Background: an optimization exercise with open tools, aiming at small area, a short achievable clock period and few clock cycles per item. Do not read the settings as production practice.
Where RTL was checked, it was by simulation tests only, not by an equivalence proof against the original.
Only the layout flow was run in run 1; the RTL was not checked for function there.
No activity file was given, so power comes from the tool's default toggle rates.

**design/flow/flow/run.sh**
```bash
#!/bin/bash
set -euo pipefail
MARGIN=$(cat flow/margin.txt 2>/dev/null || echo 8)
bash standard.sh SETUP_SLACK_MARGIN="$MARGIN" \
  "BUFFER_PORTS_ARGS=-buffer_cell sky130_fd_sc_hd__buf_2" finish > flow_make.log 2>&1
```
**design/flow/flow/margin.txt**
```
8.6
```
**design/flow/standard.sh**
```bash
#!/bin/bash
# synth_recipe.tcl (not shown) runs the flow's synth.tcl, then flattens the netlist and writes it again
# the make line also repeats each setting of config.mk as NAME=value (left out here)
make -C /OpenROAD-flow-scripts/flow DESIGN_CONFIG=/design/flow/config.mk WORK_HOME=/design/flow/orfs CLKGATE_MAP_FILE= SYNTH_SCRIPT=/design/flow/synth_recipe.tcl "${@:-finish}"
```
**design/flow/config.mk**
```make
export PLATFORM = sky130hd
export DESIGN_NAME = ela_stream_deinterlacer
export DESIGN_NICKNAME = ela_stream_deinterlacer
export VERILOG_FILES = /design/flow/design.v
export SDC_FILE = /design/flow/constraint.sdc
export NUM_CORES = 4
export LEC_CHECK = 0
export CAP_MARGIN = 20
export CORE_MARGIN = 2
export CORE_UTILIZATION = 70
export CTS_BUF_LIST = sky130_fd_sc_hd__clkbuf_16
export CTS_CLUSTER_DIAMETER = 55
export CTS_CLUSTER_SIZE = 26
export SLEW_MARGIN = 20
```
**design/flow/constraint.sdc**
```tcl
create_clock -name core_clock -period 12.0 [get_ports {clk}]
set_input_delay 2.4000 -clock core_clock [delete_from_list [all_inputs] [get_ports {clk}]]
set_output_delay 2.4000 -clock core_clock [all_outputs]
set_load 0.01 [all_outputs]
```
**design/flow/design.v**
```verilog
module ela_stream_deinterlacer #(
  parameter int unsigned IMG_W  = 128,
  parameter int unsigned IMG_H  = 64,
  parameter int unsigned PIX_W  = 8,
  parameter int unsigned ADDR_W = 13
) (
  input  logic              clk,
  input  logic              rst,
  input  logic              ready,
  input  logic [1:0]        mode,
  input  logic [PIX_W-1:0]  in_data,
  output logic              req,
  output logic              wen,
  output logic [ADDR_W-1:0] addr,
  output logic [PIX_W-1:0]  data_wr,
  output logic              busy,
  output logic              done
);
  localparam int unsigned PW  = PIX_W;
  localparam int unsigned NW  = IMG_W;           
  localparam int unsigned TP  = NW - 3;          
  localparam int unsigned TI  = NW - 1;          
  localparam int unsigned SA  = TP;              
  localparam int unsigned NI  = 66;              
  localparam logic [6:0]  PH0 = 7'd126;          
  localparam logic [6:0]  RPH = 7'd125;          
  localparam int unsigned QB  = 3;               
  localparam int unsigned QN  = 1 << QB;
  localparam logic [3:0]  TH  = 4'(QN - 1);      
  localparam logic [3:0]  THR = 4'(QN - 2);      
  localparam logic [2:0] S_INIT = 3'd0, S_RECV = 3'd1, S_XFER = 3'd2, S_B = 3'd3, S_L = 3'd4,
                         S_END = 3'd5;
  logic [2:0] st;
  logic [4:0] rin;           
  logic [6:0] kin;           
  logic       deliv;
  logic       arr_q;
  logic [PW-1:0] in_q;
  logic       reqwant, committed, bad0, ins_last;
  logic       req_i;         
  logic       lastw;         
  logic [ADDR_W-1:0] addr_c;   
  logic [6:0] col;
  logic [3:0] cnt, cnt_n;
  logic       ok_q, okr_q, ph0;    
  logic [6:0] ph_n, col_n;
  logic [1:0] mode_q;
  logic [PW*NW-1:0]     frg;    
  logic [PW*NW-1:0]     rrg;    
  logic [6:0]           ph;     
  logic [6:0]           ins_q;  
  logic [6:0]           dins_q;  
  logic                 dly_q;  
  logic [PW-1:0]        in_qq;  
  logic [6:0]           eidx;   
  logic [PW-1:0]        edat;   
  logic                 r0acc;  
  logic [PW*QN-1:0] qf;
  logic [QB:0]      wp, rp;
  logic          v1, ela1;
  logic [PW-1:0] a1, s1a, s3a, df1, df2, df3;
  function automatic logic [PW:0] padd(input logic [PW-1:0] a, input logic [PW-1:0] b,
                                       input logic ci);
    logic [PW-1:0] g, p, g1, p1, g2, p2, g3;
    logic [PW:0]   c;
    g = a & b;
    p = a ^ b;
    g1 = g;
    p1 = p;
    for (int i = 1; i < PW; i++) begin
      g1[i] = g[i] | (p[i] & g[i-1]);
      p1[i] = p[i] & p[i-1];
    end
    g2 = g1;
    p2 = p1;
    for (int i = 2; i < PW; i++) begin
      g2[i] = g1[i] | (p1[i] & g1[i-2]);
      p2[i] = p1[i] & p1[i-2];
    end
    g3 = g2;
    for (int i = 4; i < PW; i++) begin
      g3[i] = g2[i] | (p2[i] & g2[i-4]);
    end
    c[0] = ci;
    for (int i = 0; i < PW; i++) begin
      c[i+1] = g3[i] | (((i < 4) ? p2[i] : (p2[i] & p2[(i < 4) ? 0 : i-4])) & ci);
    end
    padd = {c[PW], p ^ c[PW-1:0]};
  endfunction
  function automatic logic [PW-1:0] avg2(input logic [PW-1:0] a, input logic [PW-1:0] b);
    logic [PW:0] s;
    s = padd(a, b, 1'b0);
    avg2 = s[PW:1];
  endfunction
  function automatic logic [PW-1:0] absdiff(input logic [PW-1:0] a, input logic [PW-1:0] b);
    logic [PW:0] ab, am;
    ab = padd(a, ~b, 1'b1);
    am = padd(a, ~b, 1'b0);
    absdiff = ab[PW] ? ab[PW-1:0] : ~am[PW-1:0];
  endfunction
  function automatic logic le(input logic [PW-1:0] x, input logic [PW-1:0] y);
    logic [PW:0] t;
    t = padd(y, ~x, 1'b1);
    le = t[PW];
  endfunction
  logic [PW-1:0] um1, uc, up1, dm1, dc, dp1;
  assign up1 = frg[PW*(TP-1) +: PW];
  assign uc  = frg[PW*TP +: PW];
  assign um1 = frg[PW*(TP+1) +: PW];
  assign dp1 = rrg[PW*(TP-1) +: PW];
  assign dc  = rrg[PW*TP +: PW];
  assign dm1 = rrg[PW*(TP+1) +: PW];
  logic phase_ok, ev_x, ev_b, ev_l, ev, ins, item, a0ins, accept, set_req, reqwant_n, pop;
  assign phase_ok = ph0;
  assign ev_x  = (st == S_XFER) && phase_ok;
  assign ev_b  = (st == S_B) && phase_ok && (committed || ok_q);
  assign ev_l  = (st == S_L) && phase_ok && ok_q;
  assign ev    = ev_x | ev_b | ev_l;
  assign ins   = ((ev_x | ev_b) && (col != 7'd0)) || ins_last;
  assign item  = arr_q | ev_b | ev_l;
  assign a0ins = arr_q && (rin == 5'd0);
  assign accept = req_i && ready;
  assign pop   = ready && (wp != rp);
  always_comb begin
    set_req = 1'b0;
    if (st == S_INIT) set_req = 1'b1;
    if (deliv && ready && (kin == 7'd127) && (rin == 5'd0) && !bad0) set_req = 1'b1;
    if (ev_x && (col == 7'd127)) set_req = 1'b1;
    if (ev_b && (col == 7'd125) && (rin != 5'd31) && okr_q) set_req = 1'b1;
    if (ev_b && (col == 7'd127) && (rin != 5'd31) && !committed) set_req = 1'b1;
  end
  assign reqwant_n = (reqwant && !accept) || set_req;
  logic [3:0] cnt_a, cnt_b;
  logic       ok_a, ok_b, okr_a, okr_b;
  assign cnt_a = cnt + {3'd0, item};
  assign cnt_b = cnt + {3'd0, item} - 4'd1;
  assign ok_a  = (cnt_a <= TH);
  assign ok_b  = (cnt_b <= TH);
  assign okr_a = (cnt_a <= THR);
  assign okr_b = (cnt_b <= THR);
  assign cnt_n = pop ? cnt_b : cnt_a;
  logic r0first;    
  assign r0first = accept && !r0acc;
  assign ph_n  = r0first ? PH0 : ph + 1'b1;
  assign col_n = ev ? col + 1'b1 : col;
  always_ff @(posedge clk) begin
    for (int i = 0; i < NW; i++) begin
      if (i == 0)
        frg[PW*i +: PW] <= frg[PW*(NW-1) +: PW];
      else if (i == TI && ins)
        frg[PW*i +: PW] <= dm1;
      else if (i == SA && a0ins)
        frg[PW*i +: PW] <= in_q;
      else
        frg[PW*i +: PW] <= frg[PW*(i-1) +: PW];
    end
  end
  assign eidx = dly_q ? dins_q : ins_q;
  assign edat = dly_q ? in_qq : in_q;
  always_ff @(posedge clk) begin
    for (int i = 0; i < NW; i++) begin
      if ((((i - TP + NW) % NW) < NI) && ((((i - TP + NW) % NW) % 2) == 1) &&
          (arr_q || dly_q) && (eidx == 7'(i)))
        rrg[PW*i +: PW] <= edat;
      else
        rrg[PW*i +: PW] <= rrg[PW*((i + NW - 1) % NW) +: PW];
    end
  end
  always_ff @(posedge clk) begin
    mode_q <= mode;
    in_q   <= in_data;
    in_qq  <= in_q;
    dins_q <= ins_q + 1'b1;
  end
  always_ff @(posedge clk) begin
    if (arr_q) a1 <= in_q;
    else if (ev_l || (mode_q == 2'd2)) a1 <= uc;
    else a1 <= avg2(uc, dc);
    ela1 <= ev_b && (mode_q == 2'd1) && (col != 7'd0) && (col != 7'd127);
    df1  <= absdiff(um1, dp1);
    df2  <= absdiff(uc, dc);
    df3  <= absdiff(up1, dm1);
    s1a  <= avg2(um1, dp1);
    s3a  <= avg2(up1, dm1);
  end
  logic [PW-1:0] res, rd;
  always_comb begin
    res = a1;
    if (ela1 && !(le(df2, df1) && le(df2, df3))) res = le(df1, df3) ? s1a : s3a;
    rd = qf[PW-1:0];
    for (int i = 1; i < QN; i++) begin
      if (rp[QB-1:0] == i) rd = qf[PW*i +: PW];
    end
  end
  always_ff @(posedge clk) begin
    for (int i = 0; i < QN; i++) begin
      if (v1 && (wp[QB-1:0] == i)) qf[PW*i +: PW] <= res;
    end
    data_wr <= rd;
    addr    <= addr_c;
  end
  logic [ADDR_W-1:0] addr_n;
  always_comb begin
    addr_n = addr_c + 1'b1;
    if (addr_c[6:0] == 7'd127) begin
      if (addr_c[12:7] == 6'd0) addr_n = {6'd2, 7'd0};
      else if (!addr_c[7]) addr_n = {addr_c[12:7] - 6'd1, 7'd0};
      else if (addr_c[12:7] == 6'd61) addr_n = {6'd63, 7'd0};
      else addr_n = {addr_c[12:7] + 6'd3, 7'd0};
    end
  end
  always_ff @(posedge clk) begin
    if (rst) begin
      st        <= S_INIT;
      rin       <= '0;
      kin       <= '0;
      deliv     <= 1'b0;
      arr_q     <= 1'b0;
      dly_q     <= 1'b0;
      reqwant   <= 1'b0;
      committed <= 1'b0;
      bad0      <= 1'b0;
      ins_last  <= 1'b0;
      col       <= '0;
      cnt       <= '0;
      ok_q      <= 1'b1;
      okr_q     <= 1'b1;
      ph0       <= 1'b1;
      wp        <= '0;
      rp        <= '0;
      v1        <= 1'b0;
      req       <= 1'b0;
      req_i     <= 1'b0;
      r0acc     <= 1'b0;
      wen       <= 1'b0;
      addr_c    <= '0;
      lastw     <= 1'b0;
      busy      <= 1'b0;
      done      <= 1'b0;
    end else begin
      reqwant <= reqwant_n;
      req     <= reqwant_n && ready && (!r0acc || (ph == RPH));
      req_i   <= reqwant_n && ready && (!r0acc || (ph == RPH));
      if (accept) r0acc <= 1'b1;
      ph      <= ph_n;
      ins_q   <= 7'(TP + 2) + ph - kin;
      dly_q   <= arr_q && (ins_q[0] == TP[0]);
      arr_q   <= deliv && ready;
      if (accept) begin
        deliv <= 1'b1;
        kin   <= '0;
      end else if (deliv && ready) begin
        kin <= kin + 1'b1;
        if (kin == 7'd127) deliv <= 1'b0;
      end
      if (deliv && !ready && (kin != 7'd0) && (rin == 5'd0)) bad0 <= 1'b1;
      v1  <= item;
      cnt   <= cnt_n;
      ok_q  <= pop ? ok_b : ok_a;
      okr_q <= pop ? okr_b : okr_a;
      if (v1) wp <= wp + 1'b1;
      if (pop) rp <= rp + 1'b1;
      wen   <= pop;
      if (pop) addr_c <= addr_n;
      lastw <= pop && (addr_c == 13'd8191);
      if (lastw) begin
        done <= 1'b1;
        busy <= 1'b0;
      end
      ph0 <= (ph_n == col_n);
      col <= col_n;
      ins_last <= (ev_x || ev_b) && (col == 7'd127);
      case (st)
        S_INIT: begin
          busy <= 1'b1;
          st   <= S_RECV;
        end
        S_RECV: begin
          if (arr_q) begin
            if (!deliv) begin
              if (rin == 5'd0) begin
                if (bad0) st <= S_XFER;
                else rin <= 5'd1;
              end else begin
                st <= S_B;
              end
            end
          end
        end
        S_XFER: begin
          if (ev_x && (col == 7'd127)) begin
            st  <= S_RECV;
            rin <= 5'd1;
          end
        end
        S_B: begin
          if (ev_b && (col == 7'd125) && (rin != 5'd31) && okr_q) committed <= 1'b1;
          if (ev_b && (col == 7'd127)) begin
            committed <= 1'b0;
            if (rin == 5'd31) begin
              st <= S_L;
            end else begin
              st  <= S_RECV;
              rin <= rin + 1'b1;
            end
          end
        end
        S_L: begin
          if (ev_l && (col == 7'd127)) st <= S_END;
        end
        default: ;
      endcase
    end
  end
endmodule
```
==> results of run 1 <==
==> area by class of cell <==
cell class	instances	area, um^2	share of cell area [%]
Clock inverter	83	943	1.52
Inverter	111	417	0.669
Clock buffer	134	3350	5.39
Tap cell	1060	1330	2.13
Sequential cell	2285	46500	74.8
Timing Repair Buffer	47	350	0.563
Multi-Input combinational cell	1408	9320	15.0
==> cell families (layout without fill, tap and decap cells) <==
| family | after synthesis | count (layout) | share of synthesized area [%] |
|---|---|---|---|
| adder cells (fa/ha/maj) | 122 | 122 | 2.79 |
| buffers and inverters | 201 | 375 | 1.43 |
| AO/OA/AOI/OAI | 467 | 467 | 4.74 |
| multiplexers | 136 | 136 | 2.63 |
| XOR/XNOR | 89 | 89 | 1.38 |
| AND/OR/NAND/NOR | 594 | 594 | 4.81 |
| flip-flops | 2285 | 2285 | 82.2 |
==> worst min-delay path by stage <==
stage	startpoint	end	slack [ns]	cells past startpoint
4_1_cts	rrg[311]$_DFF_P_	rrg[319]$_DFF_P_	0.31	0
3_5_place_dp	frg[106]$_DFF_P_	frg[114]$_DFF_P_	0.31	0
5_1_grt	frg[285]$_DFF_P_	frg[293]$_DFF_P_	0.32	0
3_3_place_gp	rrg[355]$_DFF_P_	rrg[363]$_DFF_P_	0.31	0
2_1_floorplan	frg[1016]$_DFF_P_	frg[0]$_DFF_P_	0.31	0
6_report	rrg[311]$_DFF_P_	rrg[319]$_DFF_P_	0.31	0
==> metal layers <==
metal	up-vias	global-route usage, %	wire [um]
li1	12854	-	-
met1	12689	31.2	42500
met2	607	38.8	46200
met3	191	4.09	4510
met4	0	7.63	2530
met5	-	0	0
==> flip-flops by register name, summed over array words and instances (netlist names), 7 cells and up <==
| signal | count |
|---|---|
| a1 | 8 |
| s1a | 8 |
| df3 | 8 |
| df2 | 8 |
| col | 7 |
| frg | 1024 |
| in_q | 8 |
| kin | 7 |
| rrg | 1024 |
| ins_q | 7 |
| dins_q | 7 |
| df1 | 8 |
| addr | 13 |
| in_qq | 8 |
| ph | 7 |
| addr_c | 13 |
| qf | 64 |
| s3a | 8 |
| data_wr | 8 |
==> power by group <==
part / leakage (nW) / switching, mW / internal (mW)
logic: 4.37 / 0.285 / 0.177
registers: 18.5 / 0.103 / 7.78
clock network: 2.10 / 2.55 / 2.27
total: 25.0 / 2.94 / 10.2
==> cell usage after synthesis, types with 6 or more instances <==
cell type and n:
fa_1 7, and3_1 19, nor2_4 7, dfxtp_1 2207, nand2b_1 7, nor2b_1 11
mux2_2 103, clkbuf_1 57, buf_2 21, o21ai_0 74, and2_1 11, a22oi_1 9
xnor2_1 56, nor3_1 16, o21bai_1 18, edfxtp_1 78, nand3_1 31, nand4_1 10
buf_4 6, mux2i_1 33, inv_1 111, a21o_1 11, nor2_2 20, nor4_1 6
a211oi_1 7, nor2_1 294, a31oi_1 8, nand3b_1 6, xor2_1 33, a21oi_1 278
o211ai_1 16, o31ai_1 8, nor3b_1 6, ha_1 115, nand2_1 120
==> through the flow <==
stage	std cells	hold WS, ns	total power, mW
after global routing	5128	0.321	13.6
after floorplan	3894	0.310	8.33
after CTS	5128	0.306	13.2
final	5128	0.315	13.2
after detailed placement	4910	0.312	8.49
after global placement	4910	0.310	8.46
==> repair_timing <==
item                                    4_1_cts  5_1_grt
gates resized for setup                      12       19
endpoints found under the setup margin       45       26
buffers inserted                              1        0
pin swaps                                     0        0
==> cells in the final DEF (no fill, tap or decap), types with 7 or more instances in the layout <==
master / Yosys / final
fa_1: 7 / 7
a21oi_1: 278 / 278
clkinv_8: 0 / 8
o31ai_1: 8 / 8
nor2b_1: 11 / 10
o21bai_1: 18 / 18
nor2_4: 7 / 7
xnor2_1: 56 / 55
dfxtp_1: 2207 / 2192
clkinv_1: 0 / 12
nor3_1: 16 / 15
clkbuf_16: 0 / 134
and2_1: 11 / 11
edfxtp_1: 78 / 78
clkinv_2: 0 / 7
o21ai_0: 74 / 74
dfxtp_2: 0 / 15
buf_2: 21 / 22
nor2_1: 294 / 294
and3_1: 19 / 19
inv_6: 0 / 20
nand2_1: 120 / 120
a211oi_1: 7 / 7
nand3_1: 31 / 31
nor2_2: 20 / 20
ha_1: 115 / 115
inv_1: 111 / 115
nand4_1: 10 / 10
o211ai_1: 16 / 16
a22oi_1: 9 / 9
xor2_1: 33 / 33
mux2_2: 103 / 103
nand2b_1: 7 / 7
a21o_1: 11 / 11
buf_4: 6 / 11
mux2i_1: 33 / 30
buf_6: 1 / 14
a31oi_1: 8 / 8
==> results by group, run 1 <==
Worst setup path
  • Reg2Reg Capture Point: okr_q$_SDFF_PP1_
  • Critical path type: flop to output port
  • Worst flop-to-flop path startpoint: st[2]$_SDFFE_PP0P_
  • Crit path max-delay family: flip-flops
  • CP endpoint kind: output port
  • FF-to-FF path depth: 11
  • CP arrival: about 1.2 ns
  • Crit path largest cell delay: around 0.33 ns
  • WP buf/inv: 1
  • Worst-path maximum fanout: 1
  • Worst setup path endpoint: data_wr[0]
  • Startpoint Class: flop
  • Crit-path cells: buf_6
  • CP Data Required Time: roughly 9.6 ns
  • Reg-to-reg setup timing slack: approximately 8.9 ns
  • Critical path depth: 1
  • Slowest cell on the critical path: dfxtp_2
  • Crit path from: data_wr[0]$_DFF_P_

Clock tree
  • Clock latency at the later pin of the worst-skew pair: 0.74 ns
  • Clk buf depth: 3
  • Cts bufs inserted: between 100 and 150
  • TritonCTS clock tree: built
  • CTS Sinks: ~2300
  • Hold-fix buffers, CTS: 0
  • CTS clk-pin slew, worst paths: 0.09 ns
  • H-tree depth: 4
  • Root Driver: clkbuf_16

Layout
  • Share of layout cells above drive strength 1: around a tenth
  • Filler cell count: approximately 4200
  • Final core utilization: around 78%
  • Final #Nets: between 4000 and 5000
  • P&R area growth vs syn: 10.0%
  • N_diodes: 0
  • Final instance area: just over 60000 um^2

Detailed routing
  • Routed Antenna Nets: 0
  • Detailed Route WL: about 96 mm
  • # DRC: 0
  • TritonRoute pass-1 iters: 5
  • WL/cell: ~19 um
  • Via count: about 26000
  • Vias/cell: slightly above 5
  • Starting DRC count in detailed routing: 1571

STA
  • Slack of the critical path: 8.43 ns
  • # setup viols final: 0
  • Clock Skew: 0.0461 ns
  • Worst Tran Pin Value: roughly 1.1 ns
  • Tcrit/Tclk final: 29.7%
  • Fin crit period: 3.57 ns
  • Setup TNS: 0 ns
  • Hold Violations, Final: 0
  • Slew Limit Fails: 0
  • Relative slew slack: a little over a quarter
  • Fmax: around 280 MHz
  • Unrepaired setup endpoints after global routing: true

GRT
  • Number of global-route vias before repair: 27342
  • Largest net degree at the start of global routing: 52
  • Tot GR Track Use: a little under a quarter
  • Grt ovf: 0
  • Antenna violations before repair: 5
  • Global-route wire length before repair: roughly 150 mm

Place
  • Pre-CTS WS: roughly 7.6 ns
  • Routability cong.: slightly below 0.9
  • Hpwl dp: ~53 mm
  • Dpl cell area: 57800 um^2
  • Port buffer count: 37

Die
  • Area of the die: approximately 83000 um^2
  • Initial Util: between 70% and 80%
  • Die H: approximately 290 um
  • Die width: 288 um
  • Core area: around 80000 um^2
  • Num ports: 38
  • Cell Rows: 104

Synthesis
  • Yosys warns: 1
  • Syn Nets: between 4000 and 5000
  • Ys flop type: dfxtp_1
  • Synthesized flop and latch total: 2285
  • Sequential share of the synthesized area: just over 80%
  • Post-synth EDFFs: just under 80
  • Async SR Flop Fraction: 0%
  • Synth top area share: between 70% and 80%
  • Largest cells by area after synthesis: dfxtp_1 (78%), edfxtp_1 (4.1%), ha_1 (2.5%)
  • Netlist Area Pre-Place: approximately 57000 um^2
  • Post-synth cell types: 69
  • Top cell type by total area after synthesis: dfxtp_1
  • Post-synthesis cell count: 3894
  • Syn Area/Cell: approximately 15 um^2

Power
  • Max VDD drop: around 0.00020 V
  • Leak: around 25 nW
  • Pwr dens: 211 nW/um^2

Hold path
  • Hold crit path type: flop to flop

Run status
  • Status: complete, no violations

Flow run
  • Max-cap violations: 0
==> inputs of run 2 (changes only) <==
--- a/design/flow/design.v
+++ b/design/flow/design.v
@@ -19,7 +19,7 @@
   localparam int unsigned PW  = PIX_W;
   localparam int unsigned NW  = IMG_W;           
   localparam int unsigned TP  = NW - 3;          
-  localparam int unsigned TI  = NW - 1;          
+  localparam int unsigned TI  = 0;               
   localparam int unsigned SA  = TP;              
   localparam int unsigned NI  = 66;              
   localparam logic [6:0]  PH0 = 7'd126;          
@@ -36,14 +36,14 @@
   logic       deliv;
   logic       arr_q;
   logic [PW-1:0] in_q;
-  logic       reqwant, committed, bad0, ins_last;
+  logic       reqwant, committed, bad0, ins_l1, ins_l2;
   logic       req_i;         
   logic       lastw;         
   logic [ADDR_W-1:0] addr_c;   
-  logic [6:0] col;
+  logic [6:0] col, dph;
   logic [3:0] cnt, cnt_n;
   logic       ok_q, okr_q, ph0;    
-  logic [6:0] ph_n, col_n;
+  logic [6:0] dph_n;
   logic [1:0] mode_q;
   logic [PW*NW-1:0]     frg;    
   logic [PW*NW-1:0]     rrg;    
@@ -57,8 +57,8 @@
   logic                 r0acc;  
   logic [PW*QN-1:0] qf;
   logic [QB:0]      wp, rp;
-  logic          v1, ela1;
-  logic [PW-1:0] a1, s1a, s3a, df1, df2, df3;
+  logic          v1, pas1, cpy1, ela1;
+  logic [PW-1:0] df1, df2, df3;
   function automatic logic [PW:0] padd(input logic [PW-1:0] a, input logic [PW-1:0] b,
                                        input logic ci);
     logic [PW-1:0] g, p, g1, p1, g2, p2, g3;
@@ -116,7 +116,7 @@
   assign ev_b  = (st == S_B) && phase_ok && (committed || ok_q);
   assign ev_l  = (st == S_L) && phase_ok && ok_q;
   assign ev    = ev_x | ev_b | ev_l;
-  assign ins   = ((ev_x | ev_b) && (col != 7'd0)) || ins_last;
+  assign ins   = ((ev_x | ev_b) && (col >= 7'd2)) || ins_l1 || ins_l2;
   assign item  = arr_q | ev_b | ev_l;
   assign a0ins = arr_q && (rin == 5'd0);
   assign accept = req_i && ready;
@@ -141,14 +141,17 @@
   assign cnt_n = pop ? cnt_b : cnt_a;
   logic r0first;    
   assign r0first = accept && !r0acc;
-  assign ph_n  = r0first ? PH0 : ph + 1'b1;
-  assign col_n = ev ? col + 1'b1 : col;
+  always_comb begin
+    if (r0first) dph_n = PH0;
+    else if (!ev) dph_n = dph + 1'b1;
+    else dph_n = dph;
+  end
   always_ff @(posedge clk) begin
     for (int i = 0; i < NW; i++) begin
-      if (i == 0)
+      if (i == TI && ins)
+        frg[PW*i +: PW] <= rrg[PW*(TP+2) +: PW];    
+      else if (i == 0)
         frg[PW*i +: PW] <= frg[PW*(NW-1) +: PW];
-      else if (i == TI && ins)
-        frg[PW*i +: PW] <= dm1;
       else if (i == SA && a0ins)
         frg[PW*i +: PW] <= in_q;
       else
@@ -173,20 +176,27 @@
     dins_q <= ins_q + 1'b1;
   end
   always_ff @(posedge clk) begin
-    if (arr_q) a1 <= in_q;
-    else if (ev_l || (mode_q == 2'd2)) a1 <= uc;
-    else a1 <= avg2(uc, dc);
+    pas1 <= arr_q;
+    cpy1 <= ev_l || (mode_q == 2'd2);
     ela1 <= ev_b && (mode_q == 2'd1) && (col != 7'd0) && (col != 7'd127);
     df1  <= absdiff(um1, dp1);
     df2  <= absdiff(uc, dc);
     df3  <= absdiff(up1, dm1);
-    s1a  <= avg2(um1, dp1);
-    s3a  <= avg2(up1, dm1);
   end
+  logic [PW-1:0] um1s, ucs, up1s, dm1s, dcs, dp1s;
+  assign up1s = frg[PW*TP +: PW];
+  assign ucs  = frg[PW*(TP+1) +: PW];
+  assign um1s = frg[PW*(TP+2) +: PW];
+  assign dp1s = rrg[PW*TP +: PW];
+  assign dcs  = rrg[PW*(TP+1) +: PW];
+  assign dm1s = rrg[PW*(TP+2) +: PW];
   logic [PW-1:0] res, rd;
   always_comb begin
-    res = a1;
-    if (ela1 && !(le(df2, df1) && le(df2, df3))) res = le(df1, df3) ? s1a : s3a;
+    if (pas1) res = in_qq;
+    else if (cpy1) res = ucs;
+    else if (ela1 && !(le(df2, df1) && le(df2, df3)))
+      res = le(df1, df3) ? avg2(um1s, dp1s) : avg2(up1s, dm1s);
+    else res = avg2(ucs, dcs);
     rd = qf[PW-1:0];
     for (int i = 1; i < QN; i++) begin
       if (rp[QB-1:0] == i) rd = qf[PW*i +: PW];
@@ -220,8 +230,10 @@
       reqwant   <= 1'b0;
       committed <= 1'b0;
       bad0      <= 1'b0;
-      ins_last  <= 1'b0;
+      ins_l1    <= 1'b0;
+      ins_l2    <= 1'b0;
       col       <= '0;
+      dph       <= '0;
       cnt       <= '0;
       ok_q      <= 1'b1;
       okr_q     <= 1'b1;
@@ -242,7 +254,7 @@
       req     <= reqwant_n && ready && (!r0acc || (ph == RPH));
       req_i   <= reqwant_n && ready && (!r0acc || (ph == RPH));
       if (accept) r0acc <= 1'b1;
-      ph      <= ph_n;
+      ph      <= r0first ? PH0 : ph + 1'b1;
       ins_q   <= 7'(TP + 2) + ph - kin;
       dly_q   <= arr_q && (ins_q[0] == TP[0]);
       arr_q   <= deliv && ready;
@@ -267,9 +279,11 @@
         done <= 1'b1;
         busy <= 1'b0;
       end
-      ph0 <= (ph_n == col_n);
-      col <= col_n;
-      ins_last <= (ev_x || ev_b) && (col == 7'd127);
+      dph <= dph_n;
+      ph0 <= (dph_n == 7'd0);
+      if (ev) col <= col + 1'b1;
+      ins_l1 <= (ev_x || ev_b) && (col == 7'd127);
+      ins_l2 <= ins_l1;
       case (st)
         S_INIT: begin
           busy <= 1'b1;
==> run 2 against run 1 <==
  * Flip-flop and latch count fell by 14
  * Via count rose by 2.9%
  * Worst hold slack got worse by 0.013 ns
  * Cell count rose by 0.20%
  * Total power fell by 5.1%
  * Non-clock buffer count fell by 3
  * First-iteration DRC count rose by 20%
  * Setup slack got worse by 0.0056 ns
  * Die area rose by 0.22%
  * Critical endpoint is now req
==> results by group, run 2 <==
STA
  • # setup viols final: 0
  • Setup TNS: 0 ns
  • Clock Skew: around 0.05 ns
  • Hold Violations, Final: 0
  • Hold_ws: about 0.3 ns
  • Fin crit period: about 3.6 ns
  • Tcrit/Tclk final: ~30%
  • Unrepaired setup endpoints after global routing: true
  • Fmax: 280 MHz
  • Relative slew slack: about 26%
  • Slew Limit Fails: 0
  • Worst Tran Pin Value: about 1.1 ns

Clock tree
  • Cts bufs inserted: approximately 120
  • TritonCTS clock tree: built
  • CTS clk-pin slew, worst paths: 0.09 ns
  • Clk buf depth: 3
  • H-tree depth: 3
  • CTS Sinks: about 2300
  • Root Driver: clkbuf_16
  • Clock latency at the later pin of the worst-skew pair: 0.72 ns

Worst setup path
  • Slowest cell on the critical path: dfxtp_2
  • CP Data Required Time: around 9.6 ns
  • CP endpoint kind: output port
  • Critical path type: flop to output port
  • Crit path max-delay family: flip-flops
  • Startpoint Class: flop
  • CP arrival: 1.17 ns
  • Reg-to-reg setup timing slack: 8.86 ns
  • WP buf/inv: 1
  • Worst-path maximum fanout: 2
  • Crit-path cells: buf_6
  • Crit path largest cell delay: approximately 0.35 ns

Power
  • Leak: 24.8 nW
  • PnR Total Power: 12.5 mW
  • Max VDD drop: around 0.00017 V
  • Pwr dens: roughly 200 nW/um^2

Synthesis
  • Post-synth EDFFs: 78
  • Post-synth top cells: dfxtp_1 (2193), a21oi_1 (259), nor2_1 (258)
  • Most numerous cell in the Yosys netlist: dfxtp_1
  • Netlist Area Pre-Place: around 57000 um^2
  • Yosys warns: 1
  • Sequential share of the synthesized area: 81.5%
  • Ys flop type: dfxtp_1
  • Async SR Flop Fraction: 0%
  • Post-synthesis cell count: between 3000 and 4000
  • Largest cells by area after synthesis: dfxtp_1 (77%), edfxtp_1 (4.1%), ha_1 (2.5%)
  • Post-synth cell types: between 90 and 100
  • Synthesized flop and latch total: approximately 2300
  • Synth top area share: between 70% and 80%
  • Top cell type by total area after synthesis: dfxtp_1
  • Syn Nets: 4044
  • Syn Area/Cell: between 10 and 15 um^2

Layout
  • Most common cell after layout, fill and taps aside: dfxtp_1
  • P&R area growth vs syn: 9.51%
  • Final std cells w/o fill: approximately 5100
  • N_diodes: 0
  • Share of layout cells above drive strength 1: 10.1%
  • Final #Nets: between 4000 and 5000
  • Most frequent cells in the layout: dfxtp_1 (2179), a21oi_1 (259), nor2_1 (258)
  • Filler cell count: approximately 4300
  • Biggest regs: frg (1024), rrg (1024), qf (64)

Place
  • Routability cong.: 0.861
  • Hpwl dp: about 57 mm
  • Placed insts: a little under 5000
  • Port buffer count: 37

GRT
  • Antenna violations before repair: 1
  • Largest net degree at the start of global routing: 57
  • Global-route wire length before repair: 161 mm
  • Tot GR Track Use: between 20% and 30%
  • Grt ovf: 0
  • Number of global-route vias before repair: ~28000

Die
  • Cell Rows: about 100
  • Num ports: 38
  • Area of the die: approximately 83000 um^2
  • Core area: around 80000 um^2
  • Initial Util: between 70% and 80%
  • Die width: about 290 um
  • Die H: approximately 290 um

Detailed routing
  • Starting DRC count in detailed routing: approximately 1900
  • WL/cell: around 20 um
  • TritonRoute pass-1 iters: 5
  • # DRC: 0
  • Via count: 27095
  • Routed Antenna Nets: 0
  • Detailed Route WL: around 100 mm
  • Vias/cell: 5.27

Run status
  • Status: complete, no violations

Flow run
  • Max-cap violations: 0

Hold path
  • Hold crit path type: flop to flop
-- run 2: path summary, 6_finish.rpt --
path,from,end,depth (start not counted)
setup / recovery,req$_SDFF_PP0_,req,1
hold reg to reg,frg[682]$_DFF_P_,frg[690]$_DFF_P_,0
hold / removal,frg[682]$_DFF_P_,frg[690]$_DFF_P_,0
setup reg to reg,df2[6]$_DFF_P_,qf[9]$_DFFE_PP_,7
-- run 2: cell type report --
cell class	instances	area [um^2]	area share, %
flip-flops and latches	2271	46300	74.5
multi-input cells	1462	9860	15.9
clock buffers	120	3000	4.84
well taps	1060	1330	2.14
clock inverters	83	956	1.54
inverters	98	370	0.596
repair buffers	44	325	0.524
-- run 2: through the flow --
step,instance area [um^2],setup slack (ns),utilization [%]
2_1_floorplan,56700,8.58,-
3_3_place_gp,58000,7.52,72.1
3_5_place_dp,58000,7.47,72.1
4_1_cts,62000,8.39,77.2
5_1_grt,62100,8.39,77.2
6_report,62100,8.43,77.2
-- run 2: layer usage --
layer | track usage, % | wire length (um) | part of all wire, % | up-vias
li1 | - | - | - | 13032
met1 | 34.5 | 46800 | 45 | 13134
met2 | 41.5 | 49300 | 48 | 694
met3 | 2.91 | 3880 | 3.8 | 235
met4 | 7.63 | 2950 | 2.9 | 0
met5 | 0 | 0 | 0 | -
-- run 2: repair_timing --
item | CTS | global route
hold endpoints to repair | 0 | 0
setup endpoints to repair | 55 | 35
buffers inserted | 1 | 1
gates resized for setup | 18 | 14
hold buffers | 0 | 0
-- run 2: power breakdown --
part	switching [mW]	leakage (nW)	internal (mW)
sequential	0.0523	18.4	7.64
combinational	0.157	4.45	0.0897
clock	2.55	1.96	2.01
total	2.76	24.8	9.74
-- run 2: cells by family after synthesis --
| kind of cell | synth area share (%) |
|---|---|
| fa+ha+maj | 2.76 |
| buf+inv | 1.26 |
| flops | 81.5 |
| compound gates | 5.39 |
| mux | 2.30 |
| xor+xnor | 1.25 |
| simple gates | 5.49 |
Testbench counts of run 2, summed over its fixed seeds: cycles 262,400, frames 32.

==> separate check: timing with driven ports <==
The flow's constraints put no driver on any port. The routed layouts listed below were extracted and timed again, unchanged, in two steps.
Step 1, drivers: a clkbuf_16 drives clk and a buf_2 each remaining input, both assumed.
Step 2, shift: input delay + t, output delay - t, t = (earliest + latest rising clock arrival at the registers) / 2. This alone moves slack from input paths to output paths.
Three values: ideal ports, drivers, drivers and shift; two values: the first two.
| run | t (ns) | setup slack, ns | latest minus earliest clock arrival (ns) | worst data-port slew with drivers (ns) | pins driven straight from the clock port |
|---|---|---|---|---|---|
| run 1 | 0.782 | 8.432 / 8.364 / 7.984 | 0.049 / 0.049 | 0.05 | 1 |
| run 2 | 0.778 | 8.426 / 8.356 / 7.982 | 0.080 / 0.081 | 0.04 | 1 |
After both steps every run listed still meets setup and hold. The setup slack of run 1, which loses most, moves by -0.068 ns with the drivers and by -0.448 ns with both steps.
